What follows belongs to an exercise in optimizing a design on an open flow for small area, a short achievable clock period and few clock cycles; a production flow would make more cautious choices.
Only simulation tests tie the RTL to the original design; equivalence was not proved.
Power figures rest on the tool's default switching activity, not on a simulated workload.

==> job 8278 <==
Design all_pairs_distance_relax_unit, start of the top module:
module all_pairs_distance_relax_unit #(
  parameter int MAX_NODES = 16
) (
  input  logic      clk,
  input  logic      rst_n,
  input  logic      in_valid,
  output logic      in_stall,
  input  logic [17:0] in_data,
  output logic      out_valid,
  input  logic      out_stall,
  output logic [14:0] out_data,
  input  logic      cfg_wr_en,
  input  logic [4:0] cfg_wr_data
);
clock: 7.0 ns
lec_check: 0
cap_margin: 20
core_margin: 2
core_utilization: 40
slew_margin: 20
run.sh (not shown) runs the stock make flow with config.mk's settings and CLKGATE_MAP_FILE= SYNTH_SCRIPT=/design/flow/synth_recipe.tcl, a recipe that flattens the netlist after the stock synthesis.
==> job 8528 (differences from job 8278) <==
--- a/flow/design.v
+++ b/flow/design.v
@@ -80,61 +80,43 @@
     end
     for (int j = 0; j < N; j++) begin
       if (b_fl[0] && b_wv[0][j])      tail_in[j] = r_r[j];
       else if (b_fl[1] && b_wv[1][j]) tail_in[j] = n_q[j];
       else                            tail_in[j] = rowy[j];
     end
   end
-  function automatic logic sum_lt(input logic [7:0] a, input logic [7:0] b,
-                                  input logic [7:0] c);
-    logic [8:0] xs, yc, g, p;
-    logic [8:0] g1, p1;
-    logic       g2a, p2a, g2b, p2b, g30;
-    xs[8] = 1'b1;
-    yc[0] = 1'b1;
-    for (int i = 0; i < 8; i++) begin
-      xs[i]     = a[i] ^ b[i] ^ ~c[i];
-      yc[i + 1] = (a[i] & b[i]) | (a[i] & ~c[i]) | (b[i] & ~c[i]);
-    end
-    g = xs & yc;
-    p = xs | yc;
-    for (int i = 0; i < 8; i += 2) begin
-      g1[i + 1] = g[i + 1] | (p[i + 1] & g[i]);
-      p1[i + 1] = p[i + 1] & p[i];
-      g1[i]     = g[i];
-      p1[i]     = p[i];
-    end
-    g1[8] = g[8];
-    p1[8] = p[8];
-    g2a = g1[3] | (p1[3] & g1[1]);
-    p2a = p1[3] & p1[1];
-    g2b = g1[7] | (p1[7] & g1[5]);
-    p2b = p1[7] & p1[5];
-    g30 = g2b | (p2b & g2a);
-    sum_lt = !(g1[8] | (p1[8] & g30));
-  endfunction
   logic [7:0]        ry_r;
   logic              step;
   logic [N-1:0]      upd;
   logic [N-1:0][7:0] sz;
   logic [N-1:0]      mask_fin;
   logic [N-1:0]      hd1_oh;
-  logic [7:0]        ry_lane;
+  logic [7:0]        ry_lane, ry_s1, ry_r1;
+  logic              ry_u1;
+  logic [N-1:0][8:0] dz;
   always_comb begin
     step = step_r;
     for (int z = 0; z < N; z++) begin
+      dz[z]  = {1'b0, r_r[z]} - {1'b0, rowy[z]};
       sz[z]  = ry_r + rowy[z];
-      upd[z] = step && zm_r[z] && sum_lt(ry_r, rowy[z], r_r[z]);
+      upd[z] = step && zm_r[z] && !dz[z][8] && (ry_r < dz[z][7:0]);
     end
     mask_fin = mask_r | upd;
     hd1_oh = {hd_oh_r[N-2:0], hd_oh_r[N-1]};
-    ry_lane = '0;
+    ry_s1 = '0;
+    ry_r1 = '0;
+    ry_u1 = 1'b0;
     for (int i = 0; i < N; i++) begin
-      if (hd1_oh[i]) ry_lane = ry_lane | (upd[i] ? sz[i] : r_r[i]);
+      if (hd1_oh[i]) begin
+        ry_s1 = ry_s1 | sz[i];
+        ry_r1 = ry_r1 | r_r[i];
+        ry_u1 = ry_u1 | upd[i];
+      end
     end
+    ry_lane = ry_u1 ? ry_s1 : ry_r1;
   end
   logic run_bnd;
   assign run_bnd = run_bnd_r;
   logic [7:0]        ph1;
   logic              mh1, byp1;
   logic [N-1:0]      h_sel;
   logic [N-1:0][7:0] h_src, h_base;
@@ -218,15 +200,32 @@
   assign h_f0  = !b_wany[0];
   assign h_f1  = !b_wany[1];
   assign h_go0 = hv_r && (h_t0 || (!h_t1 && h_f0));
   assign h_go1 = hv_r && !h_go0 && (h_t1 || h_f1);
   assign h_can = h_go0 || h_go1;
   logic wbusy;           
   assign wbusy = hv_r || b_wany[0] || b_wany[1];
-  assign in_stall = !idle_r || (hv_r && !h_can);
+  logic       in_stall_r;
+  logic       hv_nx;
+  logic [3:0] h_row_nx;
+  logic [1:0] b_wany_nx;
+  logic [1:0][3:0] b_row_nx;
+  logic       h_t0_nx, h_t1_nx, h_can_nx;
+  always_comb begin
+    hv_nx    = (hv_r && !h_can) || (accept && (in_item.operation == apdr_pkg::OP_WRITE));
+    h_row_nx = accept ? in_item.row : h_row;
+    for (int k = 0; k < 2; k++) begin
+      b_wany_nx[k] = (b_wany_r[k] && !b_fl[k]) || ((k == 0) ? h_go0 : h_go1);
+      b_row_nx[k]  = ((k == 0) ? h_go0 : h_go1) ? h_row : b_row[k];
+    end
+    h_t0_nx  = b_wany_nx[0] && (b_row_nx[0] == h_row_nx);
+    h_t1_nx  = b_wany_nx[1] && (b_row_nx[1] == h_row_nx);
+    h_can_nx = h_t0_nx || h_t1_nx || !b_wany_nx[0] || !b_wany_nx[1];
+  end
+  assign in_stall = in_stall_r;
   logic accept;
   assign accept = in_valid && !in_stall;
   logic rh0, rh1;
   assign rh0 = b_rv[0] && (b_row[0] == in_item.row);
   assign rh1 = b_rv[1] && (b_row[1] == in_item.row);
   logic [3:0] pf_row;
   logic       pf_go;
@@ -258,14 +257,15 @@
   function automatic [N-1:0] oh(input [3:0] v);
     oh = 16'd1 << v;
   endfunction
   always_ff @(posedge clk) begin
     if (!rst_n) begin
       state_r      <= S_IDLE;
       idle_r       <= 1'b1;
+      in_stall_r   <= 1'b0;
       run_r        <= 1'b0;
       run_bnd_r    <= 1'b0;
       fl_bnd_r     <= 1'b0;
       out_valid_r  <= 1'b0;
       node_count_r <= 5'd16;
       hd_r         <= 4'd0;
       hd_oh_r      <= 16'd1;
@@ -274,14 +274,15 @@
       b_wv         <= '0;
       b_wany_r     <= '0;
       b_rv         <= '0;
     end else begin
       hd_r    <= hd_r + 4'd1;
       hd_oh_r <= {hd_oh_r[N-2:0], hd_oh_r[N-1]};
       state_r   <= state_nx;
+      in_stall_r <= (state_nx != S_IDLE) || (hv_nx && !h_can_nx);
       idle_r    <= (state_nx == S_IDLE);
       run_r     <= (state_nx == S_RUN);
       run_bnd_r <= (state_nx == S_RUN) && hd_oh_r[N-2];
       fl_bnd_r  <= (state_nx == S_FL) && hd_oh_r[N-2];
       if (out_valid_r && !out_stall) out_valid_r <= 1'b0;
       if (cfg_wr_en) node_count_r <= cfg_wr_data;
       for (int k = 0; k < 2; k++) begin
--- a/flow/config.mk
+++ b/flow/config.mk
@@ -4,8 +4,11 @@
 export VERILOG_FILES = /design/flow/design.v
 export SDC_FILE = /design/flow/constraint.sdc
 export NUM_CORES = 4
 export LEC_CHECK = 0
 export CAP_MARGIN = 20
 export CORE_MARGIN = 2
 export CORE_UTILIZATION = 40
+export CTS_CLUSTER_DIAMETER = 100
+export CTS_CLUSTER_SIZE = 30
+export SETUP_SLACK_MARGIN = 2.0
 export SLEW_MARGIN = 20
==> job 7735 (differences from job 8278) <==
--- a/flow/design.v
+++ b/flow/design.v
@@ -32,15 +32,16 @@
   apdr_pkg::in_item_t in_item;
   assign in_item = apdr_pkg::in_item_t'(in_data);
   typedef enum logic [2:0] {
     S_IDLE = 3'd0,
     S_RDW  = 3'd1,
     S_RST  = 3'd2,
     S_RUN  = 3'd3,
-    S_FL   = 3'd4
+    S_FL   = 3'd4,
+    S_RSW  = 3'd5
   } state_t;
   state_t          state_r, state_nx;
   logic            idle_r, run_r, run_bnd_r, fl_bnd_r;
   logic [4:0]      node_count_r;
   logic            out_valid_r;
   logic [14:0]     out_data_r;
   logic [3:0]      hd_r;
@@ -80,61 +81,44 @@
     end
     for (int j = 0; j < N; j++) begin
       if (b_fl[0] && b_wv[0][j])      tail_in[j] = r_r[j];
       else if (b_fl[1] && b_wv[1][j]) tail_in[j] = n_q[j];
       else                            tail_in[j] = rowy[j];
     end
   end
-  function automatic logic sum_lt(input logic [7:0] a, input logic [7:0] b,
-                                  input logic [7:0] c);
-    logic [8:0] xs, yc, g, p;
-    logic [8:0] g1, p1;
-    logic       g2a, p2a, g2b, p2b, g30;
-    xs[8] = 1'b1;
-    yc[0] = 1'b1;
-    for (int i = 0; i < 8; i++) begin
-      xs[i]     = a[i] ^ b[i] ^ ~c[i];
-      yc[i + 1] = (a[i] & b[i]) | (a[i] & ~c[i]) | (b[i] & ~c[i]);
-    end
-    g = xs & yc;
-    p = xs | yc;
-    for (int i = 0; i < 8; i += 2) begin
-      g1[i + 1] = g[i + 1] | (p[i + 1] & g[i]);
-      p1[i + 1] = p[i + 1] & p[i];
-      g1[i]     = g[i];
-      p1[i]     = p[i];
-    end
-    g1[8] = g[8];
-    p1[8] = p[8];
-    g2a = g1[3] | (p1[3] & g1[1]);
-    p2a = p1[3] & p1[1];
-    g2b = g1[7] | (p1[7] & g1[5]);
-    p2b = p1[7] & p1[5];
-    g30 = g2b | (p2b & g2a);
-    sum_lt = !(g1[8] | (p1[8] & g30));
-  endfunction
   logic [7:0]        ry_r;
   logic              step;
   logic [N-1:0]      upd;
   logic [N-1:0][7:0] sz;
   logic [N-1:0]      mask_fin;
   logic [N-1:0]      hd1_oh;
-  logic [7:0]        ry_lane;
+  logic [7:0]        ry_lane, ry_s1, ry_r1, ry_h1;
+  logic              ry_u1;
+  logic [N-1:0][8:0] dz;
   always_comb begin
     step = step_r;
     for (int z = 0; z < N; z++) begin
+      dz[z]  = {1'b0, r_r[z]} - {1'b0, rowy[z]};
       sz[z]  = ry_r + rowy[z];
-      upd[z] = step && zm_r[z] && sum_lt(ry_r, rowy[z], r_r[z]);
+      upd[z] = step && zm_r[z] && !dz[z][8] && (ry_r < dz[z][7:0]);
     end
     mask_fin = mask_r | upd;
     hd1_oh = {hd_oh_r[N-2:0], hd_oh_r[N-1]};
-    ry_lane = '0;
+    ry_h1 = '0;
+    ry_r1 = '0;
+    ry_u1 = 1'b0;
     for (int i = 0; i < N; i++) begin
-      if (hd1_oh[i]) ry_lane = ry_lane | (upd[i] ? sz[i] : r_r[i]);
+      if (hd1_oh[i]) begin
+        ry_h1 = ry_h1 | rowy[i];
+        ry_r1 = ry_r1 | r_r[i];
+        ry_u1 = ry_u1 | upd[i];
+      end
     end
+    ry_s1   = ry_r + ry_h1;
+    ry_lane = ry_u1 ? ry_s1 : ry_r1;
   end
   logic run_bnd;
   assign run_bnd = run_bnd_r;
   logic [7:0]        ph1;
   logic              mh1, byp1;
   logic [N-1:0]      h_sel;
   logic [N-1:0][7:0] h_src, h_base;
@@ -187,15 +171,15 @@
               r_src[k] = sz[(k + 1) % N];
             end
           end
         end else begin
           r_sel[k] = upd[k];
         end
       end else begin
-        if (rst_go || ((rd_cap || pf_go) && mru_r)) r_base[k] = head[k];
+        if (rst_go || ((cap_any || pf_go) && mru_r)) r_base[k] = head[k];
         if (h_go0 && (4'(k) == h_col))              r_base[k] = h_val;
       end
       r_d[k] = r_sel[k] ? r_src[k] : r_base[k];
     end
   end
   logic [4:0] n_act;
   assign n_act = (node_count_r > 5'd16) ? 5'd16 : node_count_r;
@@ -218,39 +202,67 @@
   assign h_f0  = !b_wany[0];
   assign h_f1  = !b_wany[1];
   assign h_go0 = hv_r && (h_t0 || (!h_t1 && h_f0));
   assign h_go1 = hv_r && !h_go0 && (h_t1 || h_f1);
   assign h_can = h_go0 || h_go1;
   logic wbusy;           
   assign wbusy = hv_r || b_wany[0] || b_wany[1];
-  assign in_stall = !idle_r || (hv_r && !h_can);
+  logic       in_stall_r;
+  logic       hv_nx;
+  logic [3:0] h_row_nx;
+  logic [1:0] b_wany_nx;
+  logic [1:0][3:0] b_row_nx;
+  logic       h_t0_nx, h_t1_nx, h_can_nx;
+  always_comb begin
+    hv_nx    = (hv_r && !h_can) || (accept && (in_item.operation == apdr_pkg::OP_WRITE));
+    h_row_nx = accept ? in_item.row : h_row;
+    for (int k = 0; k < 2; k++) begin
+      b_wany_nx[k] = (b_wany_r[k] && !b_fl[k]) || ((k == 0) ? h_go0 : h_go1);
+      b_row_nx[k]  = ((k == 0) ? h_go0 : h_go1) ? h_row : b_row[k];
+    end
+    h_t0_nx  = b_wany_nx[0] && (b_row_nx[0] == h_row_nx);
+    h_t1_nx  = b_wany_nx[1] && (b_row_nx[1] == h_row_nx);
+    h_can_nx = h_t0_nx || h_t1_nx || !b_wany_nx[0] || !b_wany_nx[1];
+  end
+  assign in_stall = in_stall_r;
   logic accept;
   assign accept = in_valid && !in_stall;
-  logic rh0, rh1;
-  assign rh0 = b_rv[0] && (b_row[0] == in_item.row);
-  assign rh1 = b_rv[1] && (b_row[1] == in_item.row);
+  logic       rhm, rho, rsw_r;
+  logic [3:0] col_sel;
+  logic [7:0] rd_data;
+  assign rhm = b_rv[mru_r] && (b_row[mru_r] == in_item.row);
+  assign rho = b_rv[!mru_r] && (b_row[!mru_r] == in_item.row);
+  assign col_sel = rsw_r ? q_col : in_item.col;
+  assign rd_data = mru_r ? n_q[col_sel] : r_r[col_sel];
   logic [3:0] pf_row;
   logic       pf_go;
   assign pf_row = (mru_r ? b_row[1] : b_row[0]) + 4'd1;
-  assign pf_go  = idle_r && !wbusy && b_rv[mru_r] && (hd_r == pf_row)
+  assign pf_go  = (idle_r || rsw_r) && !wbusy && b_rv[mru_r] && (hd_r == pf_row)
                   && !(b_rv[!mru_r] && (b_row[!mru_r] == pf_row));
-  logic rd_cap;
-  assign rd_cap = (state_r == S_RDW) && !wbusy && (hd_r == q_row);
+  logic rd_cap, rd_late;
+  assign rd_cap  = (state_r == S_RDW) && !wbusy && (hd_r == q_row) && !rd_late;
+  assign rd_late = (state_r == S_RDW) && b_rv[!mru_r] && (b_row[!mru_r] == q_row);
+  logic rd_head, cap_any;
+  assign rd_head = accept && (in_item.operation == apdr_pkg::OP_READ) && !rhm && !rho
+                   && !wbusy && (in_item.row == hd_r);
+  assign cap_any = rd_cap || rd_head;
   logic rst_go;
   assign rst_go = (state_r == S_RST) && !wbusy && (hd_r == 4'd0);
   always_comb begin
     state_nx = state_r;
     case (state_r)
       S_IDLE: begin
         if (accept) begin
-          if ((in_item.operation == apdr_pkg::OP_READ) && !(rh0 || rh1)) state_nx = S_RDW;
+          if ((in_item.operation == apdr_pkg::OP_READ) && !rhm)
+            state_nx = (rho || rd_head) ? S_RSW : S_RDW;
           if ((in_item.operation == apdr_pkg::OP_RELAX) && !(n_act < 5'd2)) state_nx = S_RST;
         end
       end
-      S_RDW: if (rd_cap) state_nx = S_IDLE;
+      S_RDW: if (rd_cap || rd_late) state_nx = S_RSW;
+      S_RSW: state_nx = S_IDLE;
       S_RST: if (rst_go) state_nx = S_RUN;
       S_RUN: begin
         if (bnd && last_x && !pass_more) state_nx = (mask_r == '0) ? S_IDLE : S_FL;
       end
       S_FL: if (bnd) state_nx = S_IDLE;
       default: state_nx = S_IDLE;
     endcase
@@ -258,14 +270,16 @@
   function automatic [N-1:0] oh(input [3:0] v);
     oh = 16'd1 << v;
   endfunction
   always_ff @(posedge clk) begin
     if (!rst_n) begin
       state_r      <= S_IDLE;
       idle_r       <= 1'b1;
+      rsw_r        <= 1'b0;
+      in_stall_r   <= 1'b0;
       run_r        <= 1'b0;
       run_bnd_r    <= 1'b0;
       fl_bnd_r     <= 1'b0;
       out_valid_r  <= 1'b0;
       node_count_r <= 5'd16;
       hd_r         <= 4'd0;
       hd_oh_r      <= 16'd1;
@@ -274,14 +288,16 @@
       b_wv         <= '0;
       b_wany_r     <= '0;
       b_rv         <= '0;
     end else begin
       hd_r    <= hd_r + 4'd1;
       hd_oh_r <= {hd_oh_r[N-2:0], hd_oh_r[N-1]};
       state_r   <= state_nx;
+      rsw_r     <= (state_nx == S_RSW);
+      in_stall_r <= (state_nx != S_IDLE) || (hv_nx && !h_can_nx);
       idle_r    <= (state_nx == S_IDLE);
       run_r     <= (state_nx == S_RUN);
       run_bnd_r <= (state_nx == S_RUN) && hd_oh_r[N-2];
       fl_bnd_r  <= (state_nx == S_FL) && hd_oh_r[N-2];
       if (out_valid_r && !out_stall) out_valid_r <= 1'b0;
       if (cfg_wr_en) node_count_r <= cfg_wr_data;
       for (int k = 0; k < 2; k++) begin
@@ -312,19 +328,23 @@
               apdr_pkg::OP_WRITE: begin
                 hv_r        <= 1'b1;
                 b_rv        <= '0;
                 out_valid_r <= 1'b1;
                 out_data_r  <= '0;
               end
               apdr_pkg::OP_READ: begin
-                if (rh0 || rh1) begin
+                out_data_r <= {rd_data, 7'd0};
+                if (rhm) begin
                   out_valid_r <= 1'b1;
-                  out_data_r  <= {(rh0 ? r_r[in_item.col] : n_q[in_item.col]), 7'd0};
-                  mru_r       <= rh1;
-                end else begin
+                end else if (rho) begin
+                  mru_r <= !mru_r;
+                end else if (rd_head) begin
+                  b_row[!mru_r] <= in_item.row;
+                  b_rv[!mru_r]  <= 1'b1;
+                  mru_r         <= !mru_r;
                 end
               end
               apdr_pkg::OP_RELAX: begin
                 if (n_act < 5'd2) begin
                   out_valid_r <= 1'b1;
                   out_data_r  <= {8'd0, 7'd1};
                 end else begin
@@ -339,17 +359,20 @@
           end
         end
         S_RDW: begin
           if (rd_cap) begin
             b_row[!mru_r] <= q_row;
             b_rv[!mru_r]  <= 1'b1;
             mru_r         <= !mru_r;
-            out_valid_r   <= 1'b1;
-            out_data_r    <= {head[q_col], 7'd0};
           end
+          if (rd_late) mru_r <= !mru_r;
+        end
+        S_RSW: begin
+          out_valid_r <= 1'b1;
+          out_data_r  <= {rd_data, 7'd0};
         end
         S_RST: begin
           if (rst_go) begin
           end
         end
         S_RUN: begin
           if (bnd) begin
@@ -385,15 +408,15 @@
       q_row <= in_item.row;
       q_col <= in_item.col;
     end
     r_r <= r_d;
     if (run_r) begin
       if (cap_r) n_q <= rowy;
     end else begin
-      if ((rd_cap || pf_go) && !mru_r) n_q <= head;
+      if ((cap_any || pf_go) && !mru_r) n_q <= head;
       if (h_go1) n_q[h_col] <= h_val;
     end
     begin
       logic       run_nx;
       logic [3:0] x_nx, nx_nxt, hd_nxt;
       run_nx = rst_go || ((state_r == S_RUN) && !(bnd && last_x && !pass_more));
       x_nx   = rst_go ? 4'd0 : (((state_r == S_RUN) && bnd) ? nx_r : x_r);
==> flow/config.mk (replaced) <==
export PLATFORM = sky130hd
export DESIGN_NAME = all_pairs_distance_relax_unit
export DESIGN_NICKNAME = all_pairs_distance_relax_unit
export VERILOG_FILES = /design/flow/design.v
export SDC_FILE = /design/flow/constraint.sdc
export NUM_CORES = 4
export LEC_CHECK = 0
export CAP_MARGIN = 20
export CORE_MARGIN = 2
export CORE_UTILIZATION = 35
export CTS_CLUSTER_DIAMETER = 80
export CTS_CLUSTER_SIZE = 24
export PLACE_DENSITY = 0.5
export SETUP_SLACK_MARGIN = 2.5
export SLEW_MARGIN = 20
==> qor summary <==
                                                                                                          job 7735        job 8278        job 8528
Synthesized cell area                                                                                  104000 um^2     100000 um^2     105000 um^2
Sequential Power Share                                                                                       0.508           0.456           0.501
Arithmetic-cell share of the synthesized area counting full adders, half adders and majority gates          0.0528          0.0497          0.0510
Worst R2R Setup Slack                                                                                      2.28 ns         1.08 ns         1.57 ns
Number of instances resized during post-cts repair                                                             122               0              53
Run status                                                                                          finished clean  finished clean  finished clean
Num sequential                                                                                                2665            2659            2664
Fraction of standard cell area in multi-input logic                                                          0.366           0.342           0.377
Synth Instances                                                                                               9615            9032            9574
Inserted Clock Buffers                                                                                         180             291             139
Top achievable clock speed                                                                                 212 MHz         169 MHz         184 MHz
Clock input transition at the sequential cells of the worst setup and hold paths                           0.09 ns         0.07 ns         0.12 ns
Router iterations before antenna repair                                                                          9               8               9
WP buf/inv                                                                                                       3               3               1
Vias in the first global route                                                                               78856           75054           79885
Clock latency on the worst-skew pair                                                                       0.97 ns         0.99 ns         0.93 ns
Area of the die                                                                                        301000 um^2     255000 um^2     266000 um^2
Number of antenna violations at the first check in global routing                                              134             101             154
Register Area                                                                                           58300 um^2      58000 um^2      58200 um^2
Number of antenna cells inserted                                                                                65             108              95
Sequential power                                                                                           17.6 mW         17.1 mW         17.8 mW
Area used by multi-input combinational logic                                                            43200 um^2      39500 um^2      44100 um^2
Final cell area excluding filler cells                                                                 118000 um^2     116000 um^2     117000 um^2
Worst hold slack across all endpoints                                                                     0.297 ns        0.285 ns        0.297 ns
Effective utilization at floorplan                                                                           0.352           0.403           0.403
Design Power                                                                                               34.6 mW         37.5 mW         35.6 mW
Estimated wirelength of the detail-placed design                                                         412000 um       379000 um       424000 um
Testbench counts of job 8278, summed over its fixed seeds: cycles 33,432.
Testbench counts of job 8528, summed over its fixed seeds: cycles 33,432.
Testbench counts of job 7735, summed over its fixed seeds: cycles 33,408.

## what the ideal ports hide
The results above use ideal ports. As a check the final layouts listed here were re-extracted and re-timed, cells and wires unchanged.
Step 1: set_driving_cell puts a clkbuf_16 on clk and a buf_2 on each other input, an assumption about the parent block.
Step 2 moves the port delays by t, midway between the first and last clock arrival at a register: inputs arrive t later, outputs are due t later. That takes back most of the time a late clock gives input paths.
Slacks: ideal / step 1 / step 2; pairs: ideal / step 1.
run | t (ns) | setup WS [ns] | worst setup path after step 2
job 8278 | 1.051 | 1.082 / 1.082 / 1.082 | register to register
job 8528 | 0.984 | 1.570 / 1.570 / 1.505 | input to register
job 7735 | 1.037 | 2.284 / 2.284 / 1.466 | input to register
After both steps setup and hold are still met in every run listed. The setup slack of job 7735, which loses most, moves by 0.000 ns with the drivers and by -0.818 ns with both steps.
